From an optimization exercise on the open Yosys and OpenROAD flow, aimed at small area, a short achievable clock period and few clock cycles per item; shortcuts taken in it are not production practice.
At most, simulation tests tie the RTL to the original design; equivalence was not proved.
Power and IR drop assume default switching activity. No driver is modelled on the clock port, so clocking that relies on it looks cheaper here than on a real chip.

==> inputs of try-raven <==
// mining_job_tag_result_matcher_core
module mining_job_tag_result_matcher_core #(
  parameter int JOB_SLOTS = 128
) (
  input  logic                              clk,
  input  logic                              rst,
  input  logic                              in_valid,
  output logic                              in_ready,
  input  logic                              action,
  input  logic [31:0]                       job_version,
  input  logic                              nonce_resp,
  input  logic [31:0]                       frame_word,
  input  logic [7:0]                        frame_addr_byte,
  input  logic [7:0]                        frame_tag_byte,
  input  logic [15:0]                       frame_version,
  output logic                              out_valid,
  input  logic                              out_ready,
  output logic [mjtm_pkg::STATUS_W-1:0]     status,
  output logic [mjtm_pkg::TAG_W-1:0]        tag,
  output logic [mjtm_pkg::CHIP_W-1:0]       chip_index,
  output logic [mjtm_pkg::KIND_W-1:0]       register_kind,
  output logic [31:0]                       data_word,
  output logic [31:0]                       full_version,
  input  logic                              psel,
  input  logic                              penable,
  input  logic                              pwrite,
  input  logic [mjtm_pkg::PADDR_W-1:0]      paddr,
  input  logic [31:0]                       pwdata,
  output logic [31:0]                       prdata,
  output logic                              pready
);
Settings: LEC_CHECK=0, ABC_CLOCK_PERIOD_IN_PS=2000, CAP_MARGIN=20, CORE_MARGIN=2, CORE_UTILIZATION=65, CTS_CLUSTER_DIAMETER=100, CTS_CLUSTER_SIZE=30, SETUP_SLACK_MARGIN=2.1, SLEW_MARGIN=20, TNS_END_PERCENT=20; clock period 4.0 ns.
standard.sh (not shown) runs the stock make flow with config.mk's settings and CLKGATE_MAP_FILE= SYNTH_SCRIPT=/design/flow/synth_recipe.tcl, a recipe that flattens the netlist after the stock synthesis.
==> flow/flow/run.sh <==
#!/bin/bash
# Standard synthesis, then the standard layout with port buffers of
# sky130_fd_sc_hd__buf_2 and no dummy loads in the clock tree.
set -euo pipefail
bash standard.sh synth > synth.log 2>&1
bash standard.sh \
  "BUFFER_PORTS_ARGS=-buffer_cell sky130_fd_sc_hd__buf_2" \
  "CTS_ARGS=-sink_clustering_enable -repair_clock_nets -dont_use_dummy_load -sink_clustering_size 30 -sink_clustering_max_diameter 100" \
  finish > layout.log 2>&1
==> inputs of try-onyx, as changes to try-raven <==
--- a/flow/design.v
+++ b/flow/design.v
@@ -746,23 +746,14 @@
   input  logic                              penable,
   input  logic                              pwrite,
   input  logic [mjtm_pkg::PADDR_W-1:0]      paddr,
   input  logic [31:0]                       pwdata,
   output logic [31:0]                       prdata,
   output logic                              pready
 );
-  function automatic logic ge4(input logic [3:0] r, input logic [3:0] h,
-                               input logic lo);
-    logic [3:0] g;            
-    logic [3:0] n;            
-    g = r & ~h;
-    n = r | ~h;
-    ge4 = g[3] | (n[3] & g[2]) | (n[3] & n[2] & g[1]) |
-          (n[3] & n[2] & n[1] & g[0]) | (n[3] & n[2] & n[1] & n[0] & lo);
-  endfunction
   logic [8:0]  spacing;
   logic [8:0]  spacing_n;     
   logic        sp_wr;
   assign pready = 1'b1;
   assign sp_wr  = psel && penable && pwrite && !paddr[2];
   always_ff @(posedge clk) begin
     if (rst) begin
@@ -821,47 +812,54 @@
     mval[13] = mul13;
     mval[14] = {mul7[6:0], 1'b0};
     mval[15] = mul15;
   end
   logic adv;
   logic acc;
   logic v1;
-  logic out_valid_n;          
   assign adv      = !out_valid || out_ready;
-  assign in_ready = (out_valid_n || out_ready) && !sp_hold;
+  assign in_ready = adv && !sp_hold;
   assign acc      = in_valid && in_ready;
   always_ff @(posedge clk) begin
     if (rst) begin
-      v1          <= 1'b0;
-      out_valid   <= 1'b0;
-      out_valid_n <= 1'b1;
+      v1        <= 1'b0;
+      out_valid <= 1'b0;
     end else if (adv) begin
-      v1          <= acc;
-      out_valid   <= v1;
-      out_valid_n <= !v1;
+      v1        <= acc;
+      out_valid <= v1;
     end
   end
   logic [3:0]  next_slot;
   logic [3:0]  issue_slot;
   logic [15:0] slot_valid;
   logic        a_issue;       
   logic        a_nonce;       
   logic        a_reg;         
   logic [3:0]  a_tag;
-  logic        a_k8x;         
+  logic [2:0]  a_kind;
   logic [7:0]  a_dvd;
   logic        a_hit;
   assign issue_slot = next_slot + 4'd3;
   assign a_hit      = slot_valid[frame_tag_byte[7:4]];
   assign a_issue    = !action;
   assign a_nonce    = action && nonce_resp;
   assign a_tag      = action ? frame_tag_byte[7:4] : issue_slot;
   assign a_dvd      = nonce_resp ? frame_word[24:17] : frame_addr_byte;
-  assign a_k8x = (frame_tag_byte >= 8'h88) && (frame_tag_byte <= 8'h8C);
-  assign a_reg = action && !nonce_resp && ((frame_tag_byte == 8'h4C) || a_k8x);
+  always_comb begin
+    a_reg  = 1'b0;
+    a_kind = '0;
+    if (action && !nonce_resp) begin
+      if (frame_tag_byte == 8'h4C) begin
+        a_reg = 1'b1;
+      end else if (frame_tag_byte >= 8'h88 && frame_tag_byte <= 8'h8C) begin
+        a_reg  = 1'b1;
+        a_kind = frame_tag_byte[2:0] + 3'd1;
+      end
+    end
+  end
   always_ff @(posedge clk) begin
     if (rst) begin
       next_slot  <= '0;
       slot_valid <= '0;
     end else if (acc && !action) begin
       next_slot              <= issue_slot;
       slot_valid[issue_slot] <= 1'b1;
@@ -874,57 +872,54 @@
     .s (sf),
     .q (a_qh),
     .r (a_rh)
   );
   logic [15:1] a_loge;
   always_comb begin
     for (int m = 1; m < 16; m++) begin
-      a_loge[m] = ge4(a_dvd[3:0], mval[m][3:0], 1'b1);
+      a_loge[m] = a_dvd[3:0] >= mval[m][3:0];
     end
   end
   logic        s1_issue;
   logic        s1_nonce;
   logic        s1_reg;
   logic        s1_hit;
   logic [15:0] s1_sel;        
-  logic [15:0] s1_sel_n;      
-  logic        s1_k8x;
-  logic [2:0]  s1_kraw;       
+  logic [2:0]  s1_kind;
   logic [31:0] s1_word;       
   logic [15:0] s1_fver;
   logic [3:0]  s1_qh;
   logic [3:0]  s1_rh;
   logic [15:1] s1_loge;
   always_ff @(posedge clk) begin
     if (adv) begin
       s1_issue <= a_issue;
       s1_nonce <= a_nonce;
       s1_reg   <= a_reg;
       s1_hit   <= a_hit;
       for (int i = 0; i < 16; i++) begin
-        s1_sel[i]   <= (a_issue || a_nonce) && (a_tag == 4'(i));
-        s1_sel_n[i] <= !((a_issue || a_nonce) && (a_tag == 4'(i)));
+        s1_sel[i] <= (a_issue || a_nonce) && (a_tag == 4'(i));
       end
-      s1_k8x   <= a_k8x;
-      s1_kraw  <= frame_tag_byte[2:0];
+      s1_kind  <= a_kind;
       s1_word  <= action ? frame_word : job_version;
       s1_fver  <= frame_version;
       s1_qh    <= a_qh;
       s1_rh    <= a_rh;
       s1_loge  <= a_loge;
     end
   end
   logic s1_nhit;              
   logic s1_div;               
   assign s1_nhit = s1_nonce && s1_hit;
   assign s1_div  = s1_reg || s1_nhit;
   logic [15:1] b_ge;
   always_comb begin
     for (int m = 1; m < 16; m++) begin
-      b_ge[m] = s1_div && !mbig[m] && ge4(s1_rh, mval[m][7:4], s1_loge[m]);
+      b_ge[m] = s1_div && !mbig[m] &&
+                ((s1_rh > mval[m][7:4]) || ((s1_rh == mval[m][7:4]) && s1_loge[m]));
     end
   end
   logic [3:0] b_ql;
   assign b_ql[3] = b_ge[8];
   assign b_ql[2] = (b_ge[4] & !b_ge[8]) | b_ge[12];
   assign b_ql[1] = (b_ge[2] & !b_ge[4]) | (b_ge[6] & !b_ge[8]) |
                    (b_ge[10] & !b_ge[12]) | b_ge[14];
@@ -946,15 +941,15 @@
   always_comb begin
     s2_issue = s1_issue;
     s2_nonce = s1_nonce;
     s2_reg   = s1_reg;
     s2_nhit  = s1_nhit;
     s2_div   = s1_div;
     s2_sel   = s1_sel;
-    s2_kind  = (s1_reg && s1_k8x) ? s1_kraw + 3'd1 : 3'd0;
+    s2_kind  = s1_kind;
     s2_word  = s1_word;
     s2_fver  = s1_fver;
     s2_qh    = s1_div ? s1_qh : 4'd0;
     s2_ql    = b_ql;
   end
   logic [2:0] s2_status;
   always_comb begin
@@ -973,22 +968,21 @@
   logic [31:0] version_mem [16];
   logic [31:0] s2_rd;
   logic [3:0]  s2_tag;
   always_comb begin
     s2_rd  = '0;
     s2_tag = '0;
     for (int i = 0; i < 16; i++) begin
-      s2_rd[15:0]  = s2_rd[15:0] | ({16{s2_sel[i]}} & version_mem[i][15:0]);
-      s2_rd[31:16] = s2_rd[31:16] | ({16{!s1_sel_n[i]}} & version_mem[i][31:16]);
+      s2_rd  = s2_rd | ({32{s2_sel[i]}} & version_mem[i]);
       s2_tag = s2_tag | ({4{s2_sel[i]}} & 4'(i));
     end
   end
   always_ff @(posedge clk) begin
     for (int i = 0; i < 16; i++) begin
-      if (v1 && s2_issue && s2_sel[i]) begin
+      if (adv && v1 && s2_issue && s2_sel[i]) begin
         version_mem[i] <= s2_word;
       end
     end
   end
   always_ff @(posedge clk) begin
     if (adv) begin
       status        <= s2_status;
==> flow/run.sh (new file) <==
#!/bin/bash
# synth_recipe.tcl (not shown) runs the flow's synth.tcl, then flattens the netlist and writes it again
# the make line also repeats each setting of config.mk as NAME=value (left out here)
make -C /OpenROAD-flow-scripts/flow DESIGN_CONFIG=/design/flow/config.mk WORK_HOME=/design/flow/orfs CLKGATE_MAP_FILE= SYNTH_SCRIPT=/design/flow/synth_recipe.tcl finish
Settings changed: SETUP_SLACK_MARGIN 2.1 to 1.95.
removed: flow/flow/run.sh
removed: flow/standard.sh
==> inputs of try-sierra, as changes to try-raven <==
--- a/flow/design.v
+++ b/flow/design.v
@@ -746,23 +746,14 @@
   input  logic                              penable,
   input  logic                              pwrite,
   input  logic [mjtm_pkg::PADDR_W-1:0]      paddr,
   input  logic [31:0]                       pwdata,
   output logic [31:0]                       prdata,
   output logic                              pready
 );
-  function automatic logic ge4(input logic [3:0] r, input logic [3:0] h,
-                               input logic lo);
-    logic [3:0] g;            
-    logic [3:0] n;            
-    g = r & ~h;
-    n = r | ~h;
-    ge4 = g[3] | (n[3] & g[2]) | (n[3] & n[2] & g[1]) |
-          (n[3] & n[2] & n[1] & g[0]) | (n[3] & n[2] & n[1] & n[0] & lo);
-  endfunction
   logic [8:0]  spacing;
   logic [8:0]  spacing_n;     
   logic        sp_wr;
   assign pready = 1'b1;
   assign sp_wr  = psel && penable && pwrite && !paddr[2];
   always_ff @(posedge clk) begin
     if (rst) begin
@@ -843,56 +834,77 @@
   logic [3:0]  next_slot;
   logic [3:0]  issue_slot;
   logic [15:0] slot_valid;
   logic        a_issue;       
   logic        a_nonce;       
   logic        a_reg;         
   logic [3:0]  a_tag;
-  logic        a_k8x;         
+  logic [2:0]  a_kind;
   logic [7:0]  a_dvd;
   logic        a_hit;
   assign issue_slot = next_slot + 4'd3;
   assign a_hit      = slot_valid[frame_tag_byte[7:4]];
   assign a_issue    = !action;
   assign a_nonce    = action && nonce_resp;
   assign a_tag      = action ? frame_tag_byte[7:4] : issue_slot;
   assign a_dvd      = nonce_resp ? frame_word[24:17] : frame_addr_byte;
-  assign a_k8x = (frame_tag_byte >= 8'h88) && (frame_tag_byte <= 8'h8C);
-  assign a_reg = action && !nonce_resp && ((frame_tag_byte == 8'h4C) || a_k8x);
+  always_comb begin
+    a_reg  = 1'b0;
+    a_kind = '0;
+    if (action && !nonce_resp) begin
+      if (frame_tag_byte == 8'h4C) begin
+        a_reg = 1'b1;
+      end else if (frame_tag_byte >= 8'h88 && frame_tag_byte <= 8'h8C) begin
+        a_reg  = 1'b1;
+        a_kind = frame_tag_byte[2:0] + 3'd1;
+      end
+    end
+  end
   always_ff @(posedge clk) begin
     if (rst) begin
       next_slot  <= '0;
       slot_valid <= '0;
     end else if (acc && !action) begin
       next_slot              <= issue_slot;
       slot_valid[issue_slot] <= 1'b1;
     end
   end
-  logic [3:0] a_qh;
-  logic [3:0] a_rh;
-  mjtm_front u_front (
-    .t (a_dvd[7:4]),
+  logic [3:0]  n_qh, n_rh, r_qh, r_rh;
+  logic [15:1] n_loge, r_loge;
+  logic [3:0]  a_qh;
+  logic [3:0]  a_rh;
+  logic [15:1] a_loge;
+  mjtm_front u_front_n (
+    .t (frame_word[24:21]),
     .s (sf),
-    .q (a_qh),
-    .r (a_rh)
+    .q (n_qh),
+    .r (n_rh)
+  );
+  mjtm_front u_front_r (
+    .t (frame_addr_byte[7:4]),
+    .s (sf),
+    .q (r_qh),
+    .r (r_rh)
   );
-  logic [15:1] a_loge;
   always_comb begin
     for (int m = 1; m < 16; m++) begin
-      a_loge[m] = ge4(a_dvd[3:0], mval[m][3:0], 1'b1);
+      n_loge[m] = frame_word[20:17] >= mval[m][3:0];
+      r_loge[m] = frame_addr_byte[3:0] >= mval[m][3:0];
     end
   end
+  assign a_qh   = nonce_resp ? n_qh : r_qh;
+  assign a_rh   = nonce_resp ? n_rh : r_rh;
+  assign a_loge = nonce_resp ? n_loge : r_loge;
   logic        s1_issue;
   logic        s1_nonce;
   logic        s1_reg;
   logic        s1_hit;
   logic [15:0] s1_sel;        
   logic [15:0] s1_sel_n;      
-  logic        s1_k8x;
-  logic [2:0]  s1_kraw;       
+  logic [2:0]  s1_kind;
   logic [31:0] s1_word;       
   logic [15:0] s1_fver;
   logic [3:0]  s1_qh;
   logic [3:0]  s1_rh;
   logic [15:1] s1_loge;
   always_ff @(posedge clk) begin
     if (adv) begin
@@ -900,31 +912,31 @@
       s1_nonce <= a_nonce;
       s1_reg   <= a_reg;
       s1_hit   <= a_hit;
       for (int i = 0; i < 16; i++) begin
         s1_sel[i]   <= (a_issue || a_nonce) && (a_tag == 4'(i));
         s1_sel_n[i] <= !((a_issue || a_nonce) && (a_tag == 4'(i)));
       end
-      s1_k8x   <= a_k8x;
-      s1_kraw  <= frame_tag_byte[2:0];
+      s1_kind  <= a_kind;
       s1_word  <= action ? frame_word : job_version;
       s1_fver  <= frame_version;
       s1_qh    <= a_qh;
       s1_rh    <= a_rh;
       s1_loge  <= a_loge;
     end
   end
   logic s1_nhit;              
   logic s1_div;               
   assign s1_nhit = s1_nonce && s1_hit;
   assign s1_div  = s1_reg || s1_nhit;
   logic [15:1] b_ge;
   always_comb begin
     for (int m = 1; m < 16; m++) begin
-      b_ge[m] = s1_div && !mbig[m] && ge4(s1_rh, mval[m][7:4], s1_loge[m]);
+      b_ge[m] = s1_div && !mbig[m] &&
+                ((s1_rh > mval[m][7:4]) || ((s1_rh == mval[m][7:4]) && s1_loge[m]));
     end
   end
   logic [3:0] b_ql;
   assign b_ql[3] = b_ge[8];
   assign b_ql[2] = (b_ge[4] & !b_ge[8]) | b_ge[12];
   assign b_ql[1] = (b_ge[2] & !b_ge[4]) | (b_ge[6] & !b_ge[8]) |
                    (b_ge[10] & !b_ge[12]) | b_ge[14];
@@ -946,15 +958,15 @@
   always_comb begin
     s2_issue = s1_issue;
     s2_nonce = s1_nonce;
     s2_reg   = s1_reg;
     s2_nhit  = s1_nhit;
     s2_div   = s1_div;
     s2_sel   = s1_sel;
-    s2_kind  = (s1_reg && s1_k8x) ? s1_kraw + 3'd1 : 3'd0;
+    s2_kind  = s1_kind;
     s2_word  = s1_word;
     s2_fver  = s1_fver;
     s2_qh    = s1_div ? s1_qh : 4'd0;
     s2_ql    = b_ql;
   end
   logic [2:0] s2_status;
   always_comb begin
Settings changed: SETUP_SLACK_MARGIN 2.1 to 1.95.
==> inputs of try-harbor, as changes to try-raven <==
--- a/flow/design.v
+++ b/flow/design.v
@@ -746,23 +746,14 @@
   input  logic                              penable,
   input  logic                              pwrite,
   input  logic [mjtm_pkg::PADDR_W-1:0]      paddr,
   input  logic [31:0]                       pwdata,
   output logic [31:0]                       prdata,
   output logic                              pready
 );
-  function automatic logic ge4(input logic [3:0] r, input logic [3:0] h,
-                               input logic lo);
-    logic [3:0] g;            
-    logic [3:0] n;            
-    g = r & ~h;
-    n = r | ~h;
-    ge4 = g[3] | (n[3] & g[2]) | (n[3] & n[2] & g[1]) |
-          (n[3] & n[2] & n[1] & g[0]) | (n[3] & n[2] & n[1] & n[0] & lo);
-  endfunction
   logic [8:0]  spacing;
   logic [8:0]  spacing_n;     
   logic        sp_wr;
   assign pready = 1'b1;
   assign sp_wr  = psel && penable && pwrite && !paddr[2];
   always_ff @(posedge clk) begin
     if (rst) begin
@@ -820,48 +811,57 @@
     mval[12] = {mul3[5:0], 2'b00};
     mval[13] = mul13;
     mval[14] = {mul7[6:0], 1'b0};
     mval[15] = mul15;
   end
   logic adv;
   logic acc;
-  logic v1;
-  logic out_valid_n;          
+  logic v1, v2;
   assign adv      = !out_valid || out_ready;
-  assign in_ready = (out_valid_n || out_ready) && !sp_hold;
+  assign in_ready = adv && !sp_hold;
   assign acc      = in_valid && in_ready;
   always_ff @(posedge clk) begin
     if (rst) begin
-      v1          <= 1'b0;
-      out_valid   <= 1'b0;
-      out_valid_n <= 1'b1;
+      v1        <= 1'b0;
+      v2        <= 1'b0;
+      out_valid <= 1'b0;
     end else if (adv) begin
-      v1          <= acc;
-      out_valid   <= v1;
-      out_valid_n <= !v1;
+      v1        <= acc;
+      v2        <= v1;
+      out_valid <= v2;
     end
   end
   logic [3:0]  next_slot;
   logic [3:0]  issue_slot;
   logic [15:0] slot_valid;
   logic        a_issue;       
   logic        a_nonce;       
   logic        a_reg;         
   logic [3:0]  a_tag;
-  logic        a_k8x;         
+  logic [2:0]  a_kind;
   logic [7:0]  a_dvd;
   logic        a_hit;
   assign issue_slot = next_slot + 4'd3;
   assign a_hit      = slot_valid[frame_tag_byte[7:4]];
   assign a_issue    = !action;
   assign a_nonce    = action && nonce_resp;
   assign a_tag      = action ? frame_tag_byte[7:4] : issue_slot;
   assign a_dvd      = nonce_resp ? frame_word[24:17] : frame_addr_byte;
-  assign a_k8x = (frame_tag_byte >= 8'h88) && (frame_tag_byte <= 8'h8C);
-  assign a_reg = action && !nonce_resp && ((frame_tag_byte == 8'h4C) || a_k8x);
+  always_comb begin
+    a_reg  = 1'b0;
+    a_kind = '0;
+    if (action && !nonce_resp) begin
+      if (frame_tag_byte == 8'h4C) begin
+        a_reg = 1'b1;
+      end else if (frame_tag_byte >= 8'h88 && frame_tag_byte <= 8'h8C) begin
+        a_reg  = 1'b1;
+        a_kind = frame_tag_byte[2:0] + 3'd1;
+      end
+    end
+  end
   always_ff @(posedge clk) begin
     if (rst) begin
       next_slot  <= '0;
       slot_valid <= '0;
     end else if (acc && !action) begin
       next_slot              <= issue_slot;
       slot_valid[issue_slot] <= 1'b1;
@@ -874,57 +874,52 @@
     .s (sf),
     .q (a_qh),
     .r (a_rh)
   );
   logic [15:1] a_loge;
   always_comb begin
     for (int m = 1; m < 16; m++) begin
-      a_loge[m] = ge4(a_dvd[3:0], mval[m][3:0], 1'b1);
+      a_loge[m] = a_dvd[3:0] >= mval[m][3:0];
     end
   end
   logic        s1_issue;
   logic        s1_nonce;
   logic        s1_reg;
   logic        s1_hit;
-  logic [15:0] s1_sel;        
-  logic [15:0] s1_sel_n;      
-  logic        s1_k8x;
-  logic [2:0]  s1_kraw;       
+  logic [3:0]  s1_tag;
+  logic [2:0]  s1_kind;
   logic [31:0] s1_word;       
   logic [15:0] s1_fver;
   logic [3:0]  s1_qh;
   logic [3:0]  s1_rh;
   logic [15:1] s1_loge;
   always_ff @(posedge clk) begin
     if (adv) begin
       s1_issue <= a_issue;
       s1_nonce <= a_nonce;
       s1_reg   <= a_reg;
       s1_hit   <= a_hit;
-      for (int i = 0; i < 16; i++) begin
-        s1_sel[i]   <= (a_issue || a_nonce) && (a_tag == 4'(i));
-        s1_sel_n[i] <= !((a_issue || a_nonce) && (a_tag == 4'(i)));
-      end
-      s1_k8x   <= a_k8x;
-      s1_kraw  <= frame_tag_byte[2:0];
+      s1_tag   <= a_tag;
+      s1_kind  <= a_kind;
       s1_word  <= action ? frame_word : job_version;
       s1_fver  <= frame_version;
       s1_qh    <= a_qh;
       s1_rh    <= a_rh;
       s1_loge  <= a_loge;
     end
   end
   logic s1_nhit;              
   logic s1_div;               
   assign s1_nhit = s1_nonce && s1_hit;
   assign s1_div  = s1_reg || s1_nhit;
   logic [15:1] b_ge;
   always_comb begin
     for (int m = 1; m < 16; m++) begin
-      b_ge[m] = s1_div && !mbig[m] && ge4(s1_rh, mval[m][7:4], s1_loge[m]);
+      b_ge[m] = s1_div && !mbig[m] &&
+                ((s1_rh > mval[m][7:4]) || ((s1_rh == mval[m][7:4]) && s1_loge[m]));
     end
   end
   logic [3:0] b_ql;
   assign b_ql[3] = b_ge[8];
   assign b_ql[2] = (b_ge[4] & !b_ge[8]) | b_ge[12];
   assign b_ql[1] = (b_ge[2] & !b_ge[4]) | (b_ge[6] & !b_ge[8]) |
                    (b_ge[10] & !b_ge[12]) | b_ge[14];
@@ -939,26 +934,30 @@
   logic        s2_div;
   logic [15:0] s2_sel;        
   logic [2:0]  s2_kind;
   logic [31:0] s2_word;
   logic [15:0] s2_fver;
   logic [3:0]  s2_qh;
   logic [3:0]  s2_ql;
-  always_comb begin
-    s2_issue = s1_issue;
-    s2_nonce = s1_nonce;
-    s2_reg   = s1_reg;
-    s2_nhit  = s1_nhit;
-    s2_div   = s1_div;
-    s2_sel   = s1_sel;
-    s2_kind  = (s1_reg && s1_k8x) ? s1_kraw + 3'd1 : 3'd0;
-    s2_word  = s1_word;
-    s2_fver  = s1_fver;
-    s2_qh    = s1_div ? s1_qh : 4'd0;
-    s2_ql    = b_ql;
+  always_ff @(posedge clk) begin
+    if (adv) begin
+      s2_issue <= s1_issue;
+      s2_nonce <= s1_nonce;
+      s2_reg   <= s1_reg;
+      s2_nhit  <= s1_nhit;
+      s2_div   <= s1_div;
+      for (int i = 0; i < 16; i++) begin
+        s2_sel[i] <= (s1_issue || s1_nonce) && (s1_tag == 4'(i));
+      end
+      s2_kind  <= s1_kind;
+      s2_word  <= s1_word;
+      s2_fver  <= s1_fver;
+      s2_qh    <= s1_div ? s1_qh : 4'd0;
+      s2_ql    <= b_ql;
+    end
   end
   logic [2:0] s2_status;
   always_comb begin
     if (s2_issue) begin
       s2_status = mjtm_pkg::ST_ISSUED;
     end else if (s2_reg) begin
       s2_status = mjtm_pkg::ST_REG;
@@ -973,22 +972,21 @@
   logic [31:0] version_mem [16];
   logic [31:0] s2_rd;
   logic [3:0]  s2_tag;
   always_comb begin
     s2_rd  = '0;
     s2_tag = '0;
     for (int i = 0; i < 16; i++) begin
-      s2_rd[15:0]  = s2_rd[15:0] | ({16{s2_sel[i]}} & version_mem[i][15:0]);
-      s2_rd[31:16] = s2_rd[31:16] | ({16{!s1_sel_n[i]}} & version_mem[i][31:16]);
+      s2_rd  = s2_rd | ({32{s2_sel[i]}} & version_mem[i]);
       s2_tag = s2_tag | ({4{s2_sel[i]}} & 4'(i));
     end
   end
   always_ff @(posedge clk) begin
     for (int i = 0; i < 16; i++) begin
-      if (v1 && s2_issue && s2_sel[i]) begin
+      if (adv && v2 && s2_issue && s2_sel[i]) begin
         version_mem[i] <= s2_word;
       end
     end
   end
   always_ff @(posedge clk) begin
     if (adv) begin
       status        <= s2_status;
Settings changed: SETUP_SLACK_MARGIN 2.1 to 1.95.
==> summary.txt <==
metric                                                                         try-raven               try-harbor               try-sierra                 try-onyx
Area Growth Syn to Fin                                                            13.57%                   10.63%                   11.38%                   15.40%
Layout cell share with drive strength beyond 1                                    23.58%                   18.40%                   19.00%                   14.52%
Status                                                           complete, no violations  complete, no violations  complete, no violations  complete, no violations
Register-to-register path setup slack                                            1.79 ns                  1.77 ns                  1.67 ns                  1.84 ns
Depth of the worst hold-timing path                                                    1                        1                        1                        0
Leak Pwr                                                                        13.47 nW                 14.25 nW                 14.97 nW                 14.32 nW
Antenna violations before repair                                                       2                        1                        4                        1
Std cell rows                                                                         83                       86                       87                       83
Number of CTS-inserted buffers                                                        31                       36                       35                       34
DP Worst Slack                                                                 0.8618 ns                0.6914 ns                 1.050 ns                0.4181 ns
WP data required                                                                 4.50 ns                  4.38 ns                  4.32 ns                  4.34 ns
Die width                                                                       231.4 um                 239.5 um                 241.7 um                 232.7 um
Vias                                                                               22440                    22610                    24670                    22280
Proportion of cell area occupied by registers                                     61.92%                   63.08%                   57.72%                   58.87%
Net switching power of the design                                               3.379 mW                 3.585 mW                 3.535 mW                 3.583 mW
Area occupied by multi-input gates                                             9547 um^2               10420 um^2               12600 um^2               10620 um^2
Routed via count divided by cell count                                             6.676                    6.458                    6.614                    6.594
Worst vdd rail ir drop                                                         0.4772 mV                0.3319 mV                0.2907 mV                0.3749 mV
Storage cell area                                                             23640 um^2               25160 um^2               23600 um^2               23100 um^2
Slew at the pin closest to its max-slew limit                                  0.8273 ns                 1.042 ns                 1.024 ns                0.7786 ns
Clock buffers                                                                         31                       36                       35                       41
Net count reported at finish                                                        2862                     3040                     3318                     2975
Portion of total power attributed to combinational logic                            8.7%                     8.3%                     9.9%                    10.1%
Multiplexer area fraction after synthesis                                         2.374%                   2.062%                   2.747%                   2.447%
Met1 Wirelength                                                                 34.15 mm                 35.44 mm                 37.52 mm                 33.84 mm
Insertion delay of the later-clocked pin in the worst-skew pair                  0.66 ns                  0.62 ns                  0.61 ns                  0.60 ns
FF+latch count, synth                                                                827                      878                      826                      809
Testbench counts of try-raven, summed over its fixed seeds: cycles 3,224, items 3,200.
Testbench counts of try-harbor, summed over its fixed seeds: cycles 3,232, items 3,200.
Function not checked in try-onyx and try-sierra: the RTL went through the layout flow alone.

==> separate check: timing with driven ports <==
The flow's constraints put no driver on any port. The routed layouts listed below were extracted and timed again, unchanged, in two steps.
Step 1 assumes that a clkbuf_16 drives the clock port and a buf_2 every other input.
Step 2 moves the port delays by t, midway between the first and last clock arrival at a register: inputs arrive t later, outputs are due t later. That takes back most of the time a late clock gives input paths.
a / b / c = ideal / step 1 / step 2; a / b = the first two.
run | t, ns | setup slack, ns | clock arrival spread, ns | worst slew at a driven data input, ns
try-raven | 0.696 | 1.795 / 1.795 / 1.300 | 0.055 / 0.055 | 0.08
try-onyx | 0.651 | 1.837 / 1.784 / 1.313 | 0.034 / 0.034 | 0.08
try-sierra | 0.625 | 1.665 / 1.665 / 1.212 | 0.097 / 0.097 | 0.08
try-harbor | 0.645 | 1.772 / 1.729 / 1.332 | 0.084 / 0.084 | 0.07
After both steps setup and hold are still met in every run listed. The setup slack of try-onyx, which loses most, moves by -0.053 ns with the drivers and by -0.524 ns with both steps.
